Background: an optimization exercise with open tools, aiming at small area. Do not read the settings as production practice.
Function was checked by simulation only, so behaviour that the tests miss may differ from the original.
Power is estimated from default activity; no workload was simulated. The flow treats the clock pin as an ideal source, which a real chip does not have.

## the previous run
## output_module
module output_module #(
  parameter int ELEM_W = 32,
  parameter int ELEMS  = 16,
  parameter int DEPTH  = 2
) (
  input  logic                      clk,
  input  logic                      rst,
  input  logic [ELEM_W-1:0]         din,
  input  logic                      din_valid,
  output logic                      full,
  output logic [ELEM_W*ELEMS-1:0]   dout,
  output logic                      dout_valid,
  input  logic                      dout_deq,
  output logic [15:0]               blk_cnt
  ,
  input  logic                      flush
);
Size: roughly 1900 cells after synthesis, ~570 I/O pins.
Settings: LEC_CHECK=0, CAP_MARGIN=10, CORE_MARGIN=2, CORE_UTILIZATION=70, SLEW_MARGIN=10, BUFFER_PORTS_ARGS=-buffer_cell sky130_fd_sc_hd__buf_1, CTS_ARGS=-sink_clustering_enable -repair_clock_nets -dont_use_dummy_load -buf_list sky130_fd_sc_hd__clkbuf_16 -sink_clustering_size 30 -sink_clustering_max_diameter 120; clock period 7.0 ns.
standard.sh (not shown) runs the stock make flow with config.mk's settings and CLKGATE_MAP_FILE= SYNTH_SCRIPT=/design/flow/synth_recipe.tcl, a recipe that flattens the netlist after the stock synthesis.
==> flow/flow/run.sh <==
#!/bin/bash
# Standard ORFS layout with smaller port buffers and a leaner clock tree.
set -euo pipefail
cat >> config.mk <<'EOT'
export BUFFER_PORTS_ARGS = -buffer_cell sky130_fd_sc_hd__buf_1
export CTS_ARGS = -sink_clustering_enable -repair_clock_nets -dont_use_dummy_load -buf_list sky130_fd_sc_hd__clkbuf_16 -sink_clustering_size 30 -sink_clustering_max_diameter 120
EOT
bash standard.sh > flow.log 2>&1
The previous run ended with every stage complete and zero timing, DRC or antenna violations.
The inputs of the current run differ from those of the previous run as listed below.
- a change of CTS_ARGS from -sink_clustering_enable -repair_clock_nets -dont_use_dummy_load -buf_list sky130_fd_sc_hd__clkbuf_16 -sink_clustering_size 30 -sink_clustering_max_diameter 120 to -sink_clustering_enable -repair_clock_nets -dont_use_dummy_load -buf_list sky130_fd_sc_hd__clkbuf_8
- a change of CORE_UTILIZATION from 70 to 60
==> flow/flow/run.sh <==
#!/bin/bash
# Standard ORFS layout with smaller port buffers and a leaner clock tree.
set -euo pipefail
cat >> config.mk <<'EOT'
export BUFFER_PORTS_ARGS = -buffer_cell sky130_fd_sc_hd__buf_1
export CTS_ARGS = -sink_clustering_enable -repair_clock_nets -dont_use_dummy_load -buf_list sky130_fd_sc_hd__clkbuf_8
EOT
bash standard.sh > flow.log 2>&1
[summary]
Compared with the previous run, the current run ends up with more cell area.
Per the comparison of the current run with the previous run, core region area now sits higher; power now sits higher; worst hold slack now sits lower; synthesized cell count now sits at about the same level; first-iteration DRC count now sits lower.
met2 demand-to-capacity share in global routing in the current run is 7.7 points lower than in the previous run
When the current run is measured against the previous run, its utilization turns out 9.2 points lower.
Diff the previous run -> the current run: number of vias per cell fell 0.54; global-route usage fell 4.6 points.

---

Setup of exp/yarrow:
Starting RTL as in the previous note.
Design output_module, start of the top module:
module output_module #(
  parameter int ELEM_W = 32,
  parameter int ELEMS  = 16,
  parameter int DEPTH  = 2
) (
  input  logic                      clk,
  input  logic                      rst,
  input  logic [ELEM_W-1:0]         din,
  input  logic                      din_valid,
  output logic                      full,
  output logic [ELEM_W*ELEMS-1:0]   dout,
  output logic                      dout_valid,
  input  logic                      dout_deq,
  output logic [15:0]               blk_cnt
  ,
  input  logic                      flush
);
Settings: LEC_CHECK=0, CAP_MARGIN=10, CORE_MARGIN=2, CORE_UTILIZATION=70, SLEW_MARGIN=10, BUFFER_PORTS_ARGS=-buffer_cell sky130_fd_sc_hd__buf_1, CTS_ARGS=-sink_clustering_enable -repair_clock_nets -dont_use_dummy_load -buf_list sky130_fd_sc_hd__clkbuf_4; clock period 7.0 ns.
==> flow/flow/run.sh <==
#!/bin/bash
# Standard ORFS layout with smaller port buffers and a leaner clock tree.
set -euo pipefail
cat >> config.mk <<'EOT'
export BUFFER_PORTS_ARGS = -buffer_cell sky130_fd_sc_hd__buf_1
export CTS_ARGS = -sink_clustering_enable -repair_clock_nets -dont_use_dummy_load -buf_list sky130_fd_sc_hd__clkbuf_4
EOT
bash standard.sh > flow.log 2>&1
exp/yarrow finished all stages; the layout is clean.
Relative to exp/yarrow, the following input files were edited for exp/xenon:
# exp/yarrow
export LEC_CHECK = 0
export CAP_MARGIN = 10
export CORE_MARGIN = 2
export CORE_UTILIZATION = 70
export SLEW_MARGIN = 10
export BUFFER_PORTS_ARGS = -buffer_cell sky130_fd_sc_hd__buf_1
export CTS_ARGS = -sink_clustering_enable -repair_clock_nets -dont_use_dummy_load -buf_list sky130_fd_sc_hd__clkbuf_4
create_clock -name core_clock -period 7.0 [get_ports {clk}]
# exp/xenon
export LEC_CHECK = 0
export CAP_MARGIN = 10
export CORE_MARGIN = 2
export CORE_UTILIZATION = 70
export SLEW_MARGIN = 10
export BUFFER_PORTS_ARGS = -buffer_cell sky130_fd_sc_hd__buf_1
export CTS_ARGS = -sink_clustering_enable -repair_clock_nets -dont_use_dummy_load -buf_list sky130_fd_sc_hd__clkbuf_16 -sink_clustering_size 22 -sink_clustering_max_diameter 100
create_clock -name core_clock -period 7.0 [get_ports {clk}]
--- a/flow/flow/run.sh
+++ b/flow/flow/run.sh
@@ -6 +6 @@
-export CTS_ARGS = -sink_clustering_enable -repair_clock_nets -dont_use_dummy_load -buf_list sky130_fd_sc_hd__clkbuf_4
+export CTS_ARGS = -sink_clustering_enable -repair_clock_nets -dont_use_dummy_load -buf_list sky130_fd_sc_hd__clkbuf_16 -sink_clustering_size 22 -sink_clustering_max_diameter 100
Findings:
- On total power, the higher figure sits with exp/yarrow, not exp/xenon.
- Global routing met2 resource utilization, exp/xenon and exp/yarrow: lower on exp/yarrow
- Of exp/xenon and exp/yarrow, the run reporting the lower final cell count was exp/xenon.
- Relative to exp/yarrow, the static leakage of exp/xenon is lower by 0.45 nW.
Setup changes, exp/xenon to exp/umber
# exp/xenon
export LEC_CHECK = 0
export CAP_MARGIN = 10
export CORE_MARGIN = 2
export CORE_UTILIZATION = 70
export SLEW_MARGIN = 10
export BUFFER_PORTS_ARGS = -buffer_cell sky130_fd_sc_hd__buf_1
export CTS_ARGS = -sink_clustering_enable -repair_clock_nets -dont_use_dummy_load -buf_list sky130_fd_sc_hd__clkbuf_16 -sink_clustering_size 22 -sink_clustering_max_diameter 100
create_clock -name core_clock -period 7.0 [get_ports {clk}]
# exp/umber
export LEC_CHECK = 0
export CAP_MARGIN = 10
export CORE_MARGIN = 2
export CORE_UTILIZATION = 88
export SLEW_MARGIN = 10
export BUFFER_PORTS_ARGS = -buffer_cell sky130_fd_sc_hd__buf_1
export CTS_ARGS = -sink_clustering_enable -repair_clock_nets -dont_use_dummy_load -buf_list sky130_fd_sc_hd__clkbuf_16 -sink_clustering_size 30 -sink_clustering_max_diameter 120
create_clock -name core_clock -period 7.0 [get_ports {clk}]
--- a/flow/flow/run.sh
+++ b/flow/flow/run.sh
@@ -6 +6 @@
-export CTS_ARGS = -sink_clustering_enable -repair_clock_nets -dont_use_dummy_load -buf_list sky130_fd_sc_hd__clkbuf_16 -sink_clustering_size 22 -sink_clustering_max_diameter 100
+export CTS_ARGS = -sink_clustering_enable -repair_clock_nets -dont_use_dummy_load -buf_list sky130_fd_sc_hd__clkbuf_16 -sink_clustering_size 30 -sink_clustering_max_diameter 120
Notes after the runs:
exp/umber failed in 4_1_cts with DPL-0033.
Compared exp/xenon against exp/umber; proportion of register bits with asynchronous set or reset after synthesis within noise.
Number of CTS-inserted buffers in exp/umber vs exp/xenon: down 12
Reported for exp/umber and exp/xenon, area after synthesis turned out identical to the last digit.
On standard cell area after detailed placement: between exp/umber and exp/xenon, it ends up lower for exp/umber.
From exp/xenon to exp/umber the numbers moved as follows: sum of net half-perimeters after detailed placement rose about 15%; die extent in x lower.

[static timing again, ports no longer ideal]
In the flow no input, the clock included, has a driving cell. The finished layouts below were timed again as built, in two steps.
Step 1: set_driving_cell puts a clkbuf_16 on clk and a buf_2 on each other input, an assumption about the parent block.
Step 2 times the ports against the registers' clock, not the clock port: input delays grow and output delays shrink by t, the midpoint of the rising clock arrivals with the driver on.
a / b / c = ideal ports / drivers / drivers and shift; a / b = the first two.
run	shift t [ns]	setup slack, ns	worst slew at a driven data input, ns
the previous run	0.659	1.353 / 1.293 / 1.951	0.09
the current run	0.828	1.334 / 1.277 / 2.104	0.09
exp/yarrow	1.100	1.098 / 1.039 / 2.114	0.09
exp/xenon	0.691	1.444 / 1.382 / 2.052	0.09
After both steps setup and hold are still met in every run listed.
